This is an optimization exercise on Yosys and OpenROAD, whose aim is small area, a short achievable clock period and few clock cycles per item, not a production implementation. Where RTL was checked, it was by simulation tests only, not by an equivalence proof against the original. Power is estimated from default activity; no workload was simulated.

==> flow/design.v <==
package spq_pkg;
    localparam int CAPACITY   = 16;
    localparam int DATA_W     = 32;
    localparam logic       REQ_INSERT = 1'b0;
    localparam logic       REQ_REMOVE = 1'b1;
    localparam logic [1:0] STAT_DONE  = 2'd0;
    localparam logic [1:0] STAT_FULL  = 2'd1;
    localparam logic [1:0] STAT_EMPTY = 2'd2;
endpackage
import spq_pkg::*;
module spq_ctrl (
    input  logic i_clk,
    input  logic i_rst_n,
    input  logic i_in_valid,
    output logic o_in_stall,
    input  logic i_out_stall,
    output logic o_out_valid,
    output logic o_a_load,      
    output logic o_a_from_b,    
    output logic o_b_load,      
    output logic o_s2_load,     
    output logic o_s2_valid,    
    output logic o_commit       
);
    logic r_va, r_vb, r_v2, r_ov;
    logic accept, commit, mv2;
    assign commit = r_v2 && (!r_ov || !i_out_stall);
    assign mv2    = r_va && (!r_v2 || commit);
    assign accept = i_in_valid && !r_vb;
    always_ff @(posedge i_clk) begin
        if (!i_rst_n) begin
            r_va <= 1'b0;
            r_vb <= 1'b0;
            r_v2 <= 1'b0;
            r_ov <= 1'b0;
        end else begin
            if (mv2 || !r_va) begin
                r_va <= r_vb || accept;
                r_vb <= 1'b0;
            end else begin
                r_vb <= r_vb || accept;
            end
            if (!r_v2 || commit) begin
                r_v2 <= r_va;
            end
            if (commit) begin
                r_ov <= 1'b1;
            end else if (!i_out_stall) begin
                r_ov <= 1'b0;
            end
        end
    end
    assign o_in_stall  = r_vb;
    assign o_out_valid = r_ov;
    assign o_a_load    = mv2 || !r_va;
    assign o_a_from_b  = r_vb;
    assign o_b_load    = !r_vb;
    assign o_s2_load   = !r_v2 || commit;
    assign o_s2_valid  = r_v2;
    assign o_commit    = commit;
endmodule
import spq_pkg::*;
module spq_datapath (
    input  logic                        i_clk,
    input  logic                        i_rst_n,
    input  logic                        i_req_type,
    input  logic signed [DATA_W-1:0]    i_value,
    input  logic                        i_a_load,
    input  logic                        i_a_from_b,
    input  logic                        i_b_load,
    input  logic                        i_s2_load,
    input  logic                        i_s2_valid,
    input  logic                        i_commit,
    output logic [1:0]                  o_status,
    output logic signed [DATA_W-1:0]    o_removed_value,
    output logic signed [DATA_W-1:0]    o_head_value,
    output logic                        o_head_valid,
    output logic [4:0]                  o_entry_count,
    output logic                        o_is_full,
    output logic                        o_is_empty
);
    logic                     r_ta, r_tb, r_t2;
    logic [DATA_W-1:0]        r_xa, r_xb, r_x2;
    logic [DATA_W-1:0]        r_xan;     
    logic [CAPACITY-1:0]      r_av2;     
    logic                     r_b2;      
    logic                     r_fwd2;    
    logic [CAPACITY-1:0]      r_pg;      
    logic                     r_pins;    
    logic                     r_prem;    
    logic [DATA_W-1:0]        r_entry [CAPACITY];
    logic [CAPACITY-1:0]      r_val;     
    logic [1:0]               r_status;
    logic signed [DATA_W-1:0] r_removed;
    logic [4:0]               r_count;
    logic                     r_empty;   
    logic                     full, nonempty, ins_ok, rem_ok;
    logic [CAPACITY-1:0]      av;
    logic                     b;
    logic [CAPACITY-1:0]      g;
    logic [CAPACITY-1:0]      n_val;
    function automatic logic [4:0] therm_count(input logic [CAPACITY-1:0] v);
        therm_count[4] = v[15];
        therm_count[3] = v[7] & ~v[15];
        therm_count[2] = (v[3] & ~v[7]) | (v[11] & ~v[15]);
        therm_count[1] = (v[1] & ~v[3]) | (v[5] & ~v[7]) | (v[9] & ~v[11]) | (v[13] & ~v[15]);
        therm_count[0] = (v[0] & ~v[1]) | (v[2] & ~v[3]) | (v[4] & ~v[5]) | (v[6] & ~v[7])
                       | (v[8] & ~v[9]) | (v[10] & ~v[11]) | (v[12] & ~v[13]) | (v[14] & ~v[15]);
    endfunction
    assign full     = r_val[CAPACITY-1];
    assign nonempty = r_val[0];
    assign ins_ok   = i_s2_valid && (r_t2 == REQ_INSERT) && !full;
    assign rem_ok   = i_s2_valid && (r_t2 == REQ_REMOVE) && nonempty;
    always_ff @(posedge i_clk) begin
        if (i_b_load) begin
            r_tb <= i_req_type;
            r_xb <= i_value;
        end
        if (i_a_load) begin
            r_ta <= i_a_from_b ? r_tb : i_req_type;
            r_xa <= i_a_from_b ? r_xb : i_value;
            r_xan <= ~(i_a_from_b ? r_xb : i_value);
        end
    end
    logic [CAPACITY-1:0] ge_e;
    logic                ge_b;
    for (genvar k = 0; k < CAPACITY; k++) begin : g_cmp
        if (k % 2 == 1) begin : g_odd
            spq_ge_nr #(.W(DATA_W)) u_ge (.i_r(r_entry[k]), .i_x(r_xa), .o_ge(ge_e[k]));
        end else begin : g_even
            spq_ge_an #(.W(DATA_W)) u_ge (.i_a(r_entry[k]), .i_nb(r_xan), .o_ge(ge_e[k]));
        end
    end
    spq_ge_an #(.W(DATA_W)) u_ge_b (.i_a(r_x2), .i_nb(r_xan), .o_ge(ge_b));
    assign av = r_val & ge_e;
    always_ff @(posedge i_clk) begin
        if (i_s2_load) begin
            r_t2   <= r_ta;
            r_x2   <= r_xa;
            r_av2  <= av;
            r_b2   <= ge_b;
            r_fwd2 <= i_commit;
        end
    end
    always_comb begin
        for (int k = 0; k < CAPACITY; k++) begin
            if (r_fwd2 && r_pins) begin
                if (r_pg[k]) begin
                    g[k] = r_av2[k];
                end else if (k == 0) begin
                    g[k] = r_b2;
                end else if (r_pg[(k == 0) ? 0 : k - 1]) begin
                    g[k] = r_b2;
                end else begin
                    g[k] = r_av2[(k == 0) ? 0 : k - 1];
                end
            end else if (r_fwd2 && r_prem) begin
                g[k] = (k == CAPACITY - 1) ? 1'b0 : r_av2[(k == CAPACITY - 1) ? k : k + 1];
            end else begin
                g[k] = r_av2[k];
            end
        end
    end
    always_comb begin
        n_val = r_val;
        if (ins_ok) begin
            n_val = {r_val[CAPACITY-2:0], 1'b1};
        end else if (rem_ok) begin
            n_val = {1'b0, r_val[CAPACITY-1:1]};
        end
    end
    logic [CAPACITY-1:0] en, s_prev, s_x, s_next;
    always_comb begin
        for (int k = 0; k < CAPACITY; k++) begin
            s_x[k]    = ins_ok && !g[k] && ((k == 0) || g[(k == 0) ? 0 : k - 1]);
            s_prev[k] = ins_ok && !g[k] && (k != 0) && !g[(k == 0) ? 0 : k - 1];
            s_next[k] = rem_ok && (k != CAPACITY - 1);
            en[k]     = i_commit && ((ins_ok && !g[k]) || s_next[k]);
        end
    end
    always_ff @(posedge i_clk) begin
        if (!i_rst_n) begin
            r_entry[0] <= '0;
        end else if (en[0]) begin
            r_entry[0] <= ({DATA_W{s_x[0]}} & r_x2)
                        | ({DATA_W{s_next[0] && r_val[1]}} & ~r_entry[1]);
        end
    end
    logic [DATA_W-1:0] d_entry [CAPACITY];
    assign d_entry[0] = '0;
    logic [DATA_W-1:0] x2n;
    spq_not #(.W(DATA_W)) u_x2n (.i_a(r_x2), .o_y(x2n));
    for (genvar k = 1; k < CAPACITY; k++) begin : g_row
        logic [DATA_W-1:0] x_pol;
        assign x_pol = (k % 2 == 1) ? r_x2 : x2n;
        spq_aoi_row #(.W(DATA_W)) u_row (
            .i_sa (s_prev[k]),
            .i_a  (r_entry[k - 1]),
            .i_sb (s_x[k]),
            .i_b  (x_pol),
            .i_sc (s_next[k]),
            .i_c  (r_entry[(k == CAPACITY - 1) ? k : k + 1]),
            .o_y  (d_entry[k])
        );
    end
    always_ff @(posedge i_clk) begin
        for (int k = 1; k < CAPACITY; k++) begin
            if (en[k]) begin
                r_entry[k] <= d_entry[k];
            end
        end
    end
    always_ff @(posedge i_clk) begin
        if (i_commit) begin
            r_status  <= (r_t2 == REQ_INSERT) ? (full ? STAT_FULL : STAT_DONE)
                                              : (nonempty ? STAT_DONE : STAT_EMPTY);
            r_removed <= (r_t2 == REQ_REMOVE) ? r_entry[0] : '0;
            r_pg      <= g;
            r_pins    <= ins_ok;
            r_prem    <= rem_ok;
        end
    end
    always_ff @(posedge i_clk) begin
        if (!i_rst_n) begin
            r_val   <= '0;
            r_count <= '0;
            r_empty <= 1'b1;
        end else if (i_commit) begin
            r_val   <= n_val;
            r_count <= therm_count(n_val);
            r_empty <= !n_val[0];
        end
    end
    assign o_status        = r_status;
    assign o_removed_value = r_removed;
    assign o_head_valid    = r_val[0];
    assign o_head_value    = r_entry[0];
    assign o_is_full       = r_val[CAPACITY-1];
    assign o_is_empty      = r_empty;
    assign o_entry_count   = r_count;
endmodule
module spq_aoi_row #(
    parameter int W = 32
) (
    input  logic         i_sa,
    input  logic [W-1:0] i_a,
    input  logic         i_sb,
    input  logic [W-1:0] i_b,
    input  logic         i_sc,
    input  logic [W-1:0] i_c,
    output logic [W-1:0] o_y
);
    assign o_y = ~(({W{i_sa}} & i_a) | ({W{i_sb}} & i_b) | ({W{i_sc}} & i_c));
endmodule
module spq_not #(
    parameter int W = 32
) (
    input  logic [W-1:0] i_a,
    output logic [W-1:0] o_y
);
    assign o_y = ~i_a;
endmodule
module spq_ge_an #(
    parameter int W = 32
) (
    input  logic [W-1:0] i_a,
    input  logic [W-1:0] i_nb,
    output logic         o_ge
);
    logic [W-1:0] ua, unb;
    logic [W:0]   c;
    assign ua  = {~i_a[W-1], i_a[W-2:0]};
    assign unb = {~i_nb[W-1], i_nb[W-2:0]};
    assign c[0] = 1'b1;
    for (genvar i = 0; i < W; i++) begin : g_bit
        assign c[i+1] = (ua[i] & unb[i]) | (ua[i] & c[i]) | (unb[i] & c[i]);
    end
    assign o_ge = c[W];
endmodule
module spq_ge_nr #(
    parameter int W = 32
) (
    input  logic [W-1:0] i_r,
    input  logic [W-1:0] i_x,
    output logic         o_ge
);
    logic [W-1:0] ur, ux;
    logic [W:0]   c;
    assign ur = {~i_r[W-1], i_r[W-2:0]};
    assign ux = {~i_x[W-1], i_x[W-2:0]};
    assign c[0] = 1'b0;
    for (genvar i = 0; i < W; i++) begin : g_bit
        assign c[i+1] = (ur[i] & ux[i]) | (ur[i] & c[i]) | (ux[i] & c[i]);
    end
    assign o_ge = ~c[W];
endmodule
import spq_pkg::*;
module sorted_priority_queue_unit (
    input  logic               i_clk,
    input  logic               i_rst_n,
    input  logic               i_in_valid,
    output logic               o_in_stall,
    input  logic               i_req_type,
    input  logic signed [31:0] i_value,
    output logic               o_out_valid,
    input  logic               i_out_stall,
    output logic [1:0]         o_status,
    output logic signed [31:0] o_removed_value,
    output logic signed [31:0] o_head_value,
    output logic               o_head_valid,
    output logic [4:0]         o_entry_count,
    output logic               o_is_full,
    output logic               o_is_empty
);
    logic a_load, a_from_b, b_load, s2_load, s2_valid, commit;
    spq_ctrl u_ctrl (
        .i_clk       (i_clk),
        .i_rst_n     (i_rst_n),
        .i_in_valid  (i_in_valid),
        .o_in_stall  (o_in_stall),
        .i_out_stall (i_out_stall),
        .o_out_valid (o_out_valid),
        .o_a_load    (a_load),
        .o_a_from_b  (a_from_b),
        .o_b_load    (b_load),
        .o_s2_load   (s2_load),
        .o_s2_valid  (s2_valid),
        .o_commit    (commit)
    );
    spq_datapath u_datapath (
        .i_clk           (i_clk),
        .i_rst_n         (i_rst_n),
        .i_req_type      (i_req_type),
        .i_value         (i_value),
        .i_a_load        (a_load),
        .i_a_from_b      (a_from_b),
        .i_b_load        (b_load),
        .i_s2_load       (s2_load),
        .i_s2_valid      (s2_valid),
        .i_commit        (commit),
        .o_status        (o_status),
        .o_removed_value (o_removed_value),
        .o_head_value    (o_head_value),
        .o_head_valid    (o_head_valid),
        .o_entry_count   (o_entry_count),
        .o_is_full       (o_is_full),
        .o_is_empty      (o_is_empty)
    );
endmodule
make LEC_CHECK=0 ABC_CLOCK_PERIOD_IN_PS=2000 CAP_MARGIN=20 CORE_MARGIN=2 CORE_UTILIZATION=40 SETUP_SLACK_MARGIN=2.5 SLEW_MARGIN=20 SYNTH_HIERARCHICAL=1 finish   # period 5.0 ns
run.sh (not shown) runs the stock make flow with config.mk's settings and CLKGATE_MAP_FILE= SYNTH_SCRIPT=/design/flow/synth_recipe.tcl, a recipe that flattens the netlist after the stock synthesis.
Testbench counts at the start, summed over its fixed seeds: cycles 16,024, items 16,000.
Rerun with:
--- a/flow/design.v
+++ b/flow/design.v
@@ -82,13 +82,12 @@
     logic                     r_ta, r_tb, r_t2;
     logic [DATA_W-1:0]        r_xa, r_xb, r_x2;
     logic [DATA_W-1:0]        r_xan;     
     logic [CAPACITY-1:0]      r_av2;     
-    logic                     r_b2;      
-    logic                     r_fwd2;    
-    logic [CAPACITY-1:0]      r_pg;      
-    logic                     r_pins;    
-    logic                     r_prem;    
+    logic                     r_up2;     
+    logic                     r_dn2;     
+    logic                     r_ins2;    
+    logic                     r_rem2;    
     logic [DATA_W-1:0]        r_entry [CAPACITY];
     logic [CAPACITY-1:0]      r_val;     
     logic [1:0]               r_status;
     logic signed [DATA_W-1:0] r_removed;
@@ -108,10 +107,10 @@
                        | (v[8] & ~v[9]) | (v[10] & ~v[11]) | (v[12] & ~v[13]) | (v[14] & ~v[15]);
     endfunction
     assign full     = r_val[CAPACITY-1];
     assign nonempty = r_val[0];
-    assign ins_ok   = i_s2_valid && (r_t2 == REQ_INSERT) && !full;
-    assign rem_ok   = i_s2_valid && (r_t2 == REQ_REMOVE) && nonempty;
+    assign ins_ok   = i_s2_valid && r_ins2;
+    assign rem_ok   = i_s2_valid && r_rem2;
     always_ff @(posedge i_clk) begin
         if (i_b_load) begin
             r_tb <= i_req_type;
             r_xb <= i_value;
@@ -137,25 +136,19 @@
         if (i_s2_load) begin
             r_t2   <= r_ta;
             r_x2   <= r_xa;
             r_av2  <= av;
-            r_b2   <= ge_b;
-            r_fwd2 <= i_commit;
+            r_up2  <= ins_ok && ge_b;
+            r_dn2  <= rem_ok;
+            r_ins2 <= (r_ta == REQ_INSERT) && !(i_commit ? n_val[CAPACITY-1] : full);
+            r_rem2 <= (r_ta == REQ_REMOVE) && (i_commit ? n_val[0] : nonempty);
         end
     end
     always_comb begin
         for (int k = 0; k < CAPACITY; k++) begin
-            if (r_fwd2 && r_pins) begin
-                if (r_pg[k]) begin
-                    g[k] = r_av2[k];
-                end else if (k == 0) begin
-                    g[k] = r_b2;
-                end else if (r_pg[(k == 0) ? 0 : k - 1]) begin
-                    g[k] = r_b2;
-                end else begin
-                    g[k] = r_av2[(k == 0) ? 0 : k - 1];
-                end
-            end else if (r_fwd2 && r_prem) begin
+            if (r_up2) begin
+                g[k] = (k == 0) ? 1'b1 : r_av2[(k == 0) ? 0 : k - 1];
+            end else if (r_dn2) begin
                 g[k] = (k == CAPACITY - 1) ? 1'b0 : r_av2[(k == CAPACITY - 1) ? k : k + 1];
             end else begin
                 g[k] = r_av2[k];
             end
@@ -214,11 +207,8 @@
         if (i_commit) begin
             r_status  <= (r_t2 == REQ_INSERT) ? (full ? STAT_FULL : STAT_DONE)
                                               : (nonempty ? STAT_DONE : STAT_EMPTY);
             r_removed <= (r_t2 == REQ_REMOVE) ? r_entry[0] : '0;
-            r_pg      <= g;
-            r_pins    <= ins_ok;
-            r_prem    <= rem_ok;
         end
     end
     always_ff @(posedge i_clk) begin
         if (!i_rst_n) begin
After rerunning: The new run finished clean; critical path depth is unchanged; clock skew goes down by 11 ps; via count goes down by a few percent; final cell count goes down by a few percent; design area goes down by a few percent; sequential cell count goes down by 16.
Testbench counts after the change, summed over its fixed seeds: cycles 16,024, items 16,000.

========
oak:
Another version of the RTL of sorted_priority_queue_unit (not shown whole).
For scale: about 3,100 cells after synthesis, ~690 flip-flops.
==> module spq_datapath, before the edit <==
module spq_datapath (
    input  logic                        i_clk,
    input  logic                        i_rst_n,
    input  logic                        i_req_type,
    input  logic signed [DATA_W-1:0]    i_value,
    input  logic                        i_a_load,
    input  logic                        i_a_from_b,
    input  logic                        i_b_load,
    input  logic                        i_s2_load,
    input  logic                        i_s2_valid,
    input  logic                        i_commit,
    output logic [1:0]                  o_status,
    output logic signed [DATA_W-1:0]    o_removed_value,
    output logic signed [DATA_W-1:0]    o_head_value,
    output logic                        o_head_valid,
    output logic [4:0]                  o_entry_count,
    output logic                        o_is_full,
    output logic                        o_is_empty
);
    logic                     r_ta, r_tb, r_t2;
    logic [DATA_W-1:0]        r_xa, r_xb, r_x2;
    logic [DATA_W-1:0]        r_xan;     
    logic [CAPACITY-1:0]      r_av2;     
    logic                     r_up2;     
    logic                     r_dn2;     
    logic                     r_ins2;    
    logic                     r_rem2;    
    logic [DATA_W-1:0]        r_entry [CAPACITY];
    logic [CAPACITY-1:0]      r_val;     
    logic [1:0]               r_status;
    logic signed [DATA_W-1:0] r_removed;
    logic [4:0]               r_count;
    logic                     r_empty;   
    logic                     full, nonempty, ins_ok, rem_ok;
    logic [CAPACITY-1:0]      av;
    logic                     b;
    logic [CAPACITY-1:0]      g;
    logic [CAPACITY-1:0]      n_val;
    function automatic logic [4:0] therm_count(input logic [CAPACITY-1:0] v);
        therm_count[4] = v[15];
        therm_count[3] = v[7] & ~v[15];
        therm_count[2] = (v[3] & ~v[7]) | (v[11] & ~v[15]);
        therm_count[1] = (v[1] & ~v[3]) | (v[5] & ~v[7]) | (v[9] & ~v[11]) | (v[13] & ~v[15]);
        therm_count[0] = (v[0] & ~v[1]) | (v[2] & ~v[3]) | (v[4] & ~v[5]) | (v[6] & ~v[7])
                       | (v[8] & ~v[9]) | (v[10] & ~v[11]) | (v[12] & ~v[13]) | (v[14] & ~v[15]);
    endfunction
    assign full     = r_val[CAPACITY-1];
    assign nonempty = r_val[0];
    assign ins_ok   = i_s2_valid && r_ins2;
    assign rem_ok   = i_s2_valid && r_rem2;
    always_ff @(posedge i_clk) begin
        if (i_b_load) begin
            r_tb <= i_req_type;
            r_xb <= i_value;
        end
        if (i_a_load) begin
            r_ta <= i_a_from_b ? r_tb : i_req_type;
            r_xa <= i_a_from_b ? r_xb : i_value;
        end
    end
    spq_not #(.W(DATA_W)) u_xan (.i_a(r_xa), .o_y(r_xan));
    logic [CAPACITY-1:0] ge_e;
    logic                ge_b;
    for (genvar k = 0; k < CAPACITY; k++) begin : g_cmp
        if (k % 2 == 1) begin : g_odd
            spq_ge_nr #(.W(DATA_W)) u_ge (.i_r(r_entry[k]), .i_x(r_xa), .o_ge(ge_e[k]));
        end else begin : g_even
            spq_ge_an #(.W(DATA_W)) u_ge (.i_a(r_entry[k]), .i_nb(r_xan), .o_ge(ge_e[k]));
        end
    end
    spq_ge_an #(.W(DATA_W)) u_ge_b (.i_a(r_x2), .i_nb(r_xan), .o_ge(ge_b));
    assign av = r_val & ge_e;
    always_ff @(posedge i_clk) begin
        if (i_s2_load) begin
            r_t2   <= r_ta;
            r_x2   <= r_xa;
            r_av2  <= av;
            r_up2  <= ins_ok && ge_b;
            r_dn2  <= rem_ok;
            r_ins2 <= (r_ta == REQ_INSERT) && !(i_commit ? n_val[CAPACITY-1] : full);
            r_rem2 <= (r_ta == REQ_REMOVE) && (i_commit ? n_val[0] : nonempty);
        end
    end
    always_comb begin
        for (int k = 0; k < CAPACITY; k++) begin
            if (r_up2) begin
                g[k] = (k == 0) ? 1'b1 : r_av2[(k == 0) ? 0 : k - 1];
            end else if (r_dn2) begin
                g[k] = (k == CAPACITY - 1) ? 1'b0 : r_av2[(k == CAPACITY - 1) ? k : k + 1];
            end else begin
                g[k] = r_av2[k];
            end
        end
    end
    always_comb begin
        n_val = r_val;
        if (ins_ok) begin
            n_val = {r_val[CAPACITY-2:0], 1'b1};
        end else if (rem_ok) begin
            n_val = {1'b0, r_val[CAPACITY-1:1]};
        end
    end
    logic [CAPACITY-1:0] en, s_prev, s_x, s_next;
    always_comb begin
        for (int k = 0; k < CAPACITY; k++) begin
            s_x[k]    = ins_ok && !g[k] && ((k == 0) || g[(k == 0) ? 0 : k - 1]);
            s_prev[k] = ins_ok && !g[k] && (k != 0) && !g[(k == 0) ? 0 : k - 1];
            s_next[k] = rem_ok && (k != CAPACITY - 1);
            en[k]     = i_commit && ((ins_ok && !g[k]) || s_next[k]);
        end
    end
    always_ff @(posedge i_clk) begin
        if (!i_rst_n) begin
            r_entry[0] <= '0;
        end else if (en[0]) begin
            r_entry[0] <= ({DATA_W{s_x[0]}} & r_x2)
                        | ({DATA_W{s_next[0] && r_val[1]}} & ~r_entry[1]);
        end
    end
    logic [DATA_W-1:0] d_entry [CAPACITY];
    assign d_entry[0] = '0;
    logic [DATA_W-1:0] x2n;
    spq_not #(.W(DATA_W)) u_x2n (.i_a(r_x2), .o_y(x2n));
    for (genvar k = 1; k < CAPACITY; k++) begin : g_row
        logic [DATA_W-1:0] x_pol;
        assign x_pol = (k % 2 == 1) ? r_x2 : x2n;
        spq_aoi_row #(.W(DATA_W)) u_row (
            .i_sa (s_prev[k]),
            .i_a  (r_entry[k - 1]),
            .i_sb (s_x[k]),
            .i_b  (x_pol),
            .i_sc (s_next[k]),
            .i_c  (r_entry[(k == CAPACITY - 1) ? k : k + 1]),
            .o_y  (d_entry[k])
        );
    end
    always_ff @(posedge i_clk) begin
        for (int k = 1; k < CAPACITY; k++) begin
            if (en[k]) begin
                r_entry[k] <= d_entry[k];
            end
        end
    end
    always_ff @(posedge i_clk) begin
        if (i_commit) begin
            r_status  <= (r_t2 == REQ_INSERT) ? (full ? STAT_FULL : STAT_DONE)
                                              : (nonempty ? STAT_DONE : STAT_EMPTY);
            r_removed <= (r_t2 == REQ_REMOVE) ? r_entry[0] : '0;
        end
    end
    always_ff @(posedge i_clk) begin
        if (!i_rst_n) begin
            r_val   <= '0;
            r_count <= '0;
            r_empty <= 1'b1;
        end else if (i_commit) begin
            r_val   <= n_val;
            r_count <= therm_count(n_val);
            r_empty <= !n_val[0];
        end
    end
    assign o_status        = r_status;
    assign o_removed_value = r_removed;
    assign o_head_valid    = r_val[0];
    assign o_head_value    = r_entry[0];
    assign o_is_full       = r_val[CAPACITY-1];
    assign o_is_empty      = r_empty;
    assign o_entry_count   = r_count;
endmodule
Settings: LEC_CHECK=0, ABC_CLOCK_PERIOD_IN_PS=2000, CAP_MARGIN=20, CORE_MARGIN=2, CORE_UTILIZATION=40, CTS_CLUSTER_DIAMETER=80, CTS_CLUSTER_SIZE=20, SETUP_SLACK_MARGIN=2.7, SLEW_MARGIN=20, SYNTH_HIERARCHICAL=1; clock period 5.0 ns.
#### Input delta (pine over oak)
-- flow/design.v --
<<< oak, line 119
            r_ta <= i_a_from_b ? r_tb : i_req_type;
            r_xa <= i_a_from_b ? r_xb : i_value;
        end
    end
    spq_not #(.W(DATA_W)) u_xan (.i_a(r_xa), .o_y(r_xan));
    logic [CAPACITY-1:0] ge_e;
    logic                ge_b;
>>> pine, line 119
            r_ta <= i_a_from_b ? r_tb : i_req_type;
            r_xa <= i_a_from_b ? r_xb : i_value;
            r_xan <= ~(i_a_from_b ? r_xb : i_value);
        end
    end
    logic [CAPACITY-1:0] ge_e;
    logic                ge_b;
<<< oak, line 166
    always_comb begin
        for (int k = 0; k < CAPACITY; k++) begin
            s_x[k]    = ins_ok && !g[k] && ((k == 0) || g[(k == 0) ? 0 : k - 1]);
            s_prev[k] = ins_ok && !g[k] && (k != 0) && !g[(k == 0) ? 0 : k - 1];
            s_next[k] = rem_ok && (k != CAPACITY - 1);
            en[k]     = i_commit && ((ins_ok && !g[k]) || s_next[k]);
        end
    end
>>> pine, line 166
    always_comb begin
        for (int k = 0; k < CAPACITY; k++) begin
            s_x[k]    = (r_t2 == REQ_INSERT) && !g[k] && ((k == 0) || g[(k == 0) ? 0 : k - 1]);
            s_prev[k] = (r_t2 == REQ_INSERT) && !g[k] && (k != 0) && !g[(k == 0) ? 0 : k - 1];
            s_next[k] = (r_t2 == REQ_REMOVE) && (k != CAPACITY - 1);
            en[k]     = i_commit && ((ins_ok && !g[k]) || (rem_ok && (k != CAPACITY - 1)));
        end
    end
## What came out
Per the final summary, pine finished and its layout is clean on timing, DRC and antenna.
Looking at multi-input logic portion of the cell area across oak and pine, the one that comes out higher is oak.
[pine] flip-flop and latch count rose 4.6% relative to oak
Status: final area parity (oak, pine)
Summary of pine over oak: total detailed-routing wirelength lower; number of iterations in the first detailed-routing pass higher.
Min initial cell density of the core across oak and pine: pine
pine vs. oak: share of power burned in the clock network went up by 0.4 points.
pine against oak; mean instance size in the synthesized netlist is up slightly.
No functional check of the RTL was part of any run of this note.

afterwards: timing with drivers on the ports:
Ports are ideal in the flow. The routed layouts listed here were re-timed in OpenROAD.
Step 1 assumes that a clkbuf_16 drives the clock port and a buf_2 every other input.
Step 2, shift: input delay + t, output delay - t, t = (earliest + latest rising clock arrival at the registers) / 2. This alone moves slack from input paths to output paths.
Slacks: ideal ports / drivers / drivers and shift; pairs: ideal ports / drivers.
run | t, ns | setup WS [ns] | worst setup path at the end | clock arrival spread, ns
the first run of note 1 | 0.715 | 2.443 / 2.443 / 1.917 | input to register | 0.032 / 0.032
the second run of note 1 | 0.708 | 2.514 / 2.514 / 1.923 | input to register | 0.024 / 0.023
oak | 0.701 | 2.587 / 2.587 / 2.107 | input to register | 0.039 / 0.039
pine | 0.716 | 2.687 / 2.667 / 2.178 | input to register | 0.055 / 0.055
After both steps setup and hold are still met in every run listed. The setup slack of the second run of note 1, which loses most, moves by 0.000 ns with the drivers and by -0.591 ns with both steps.
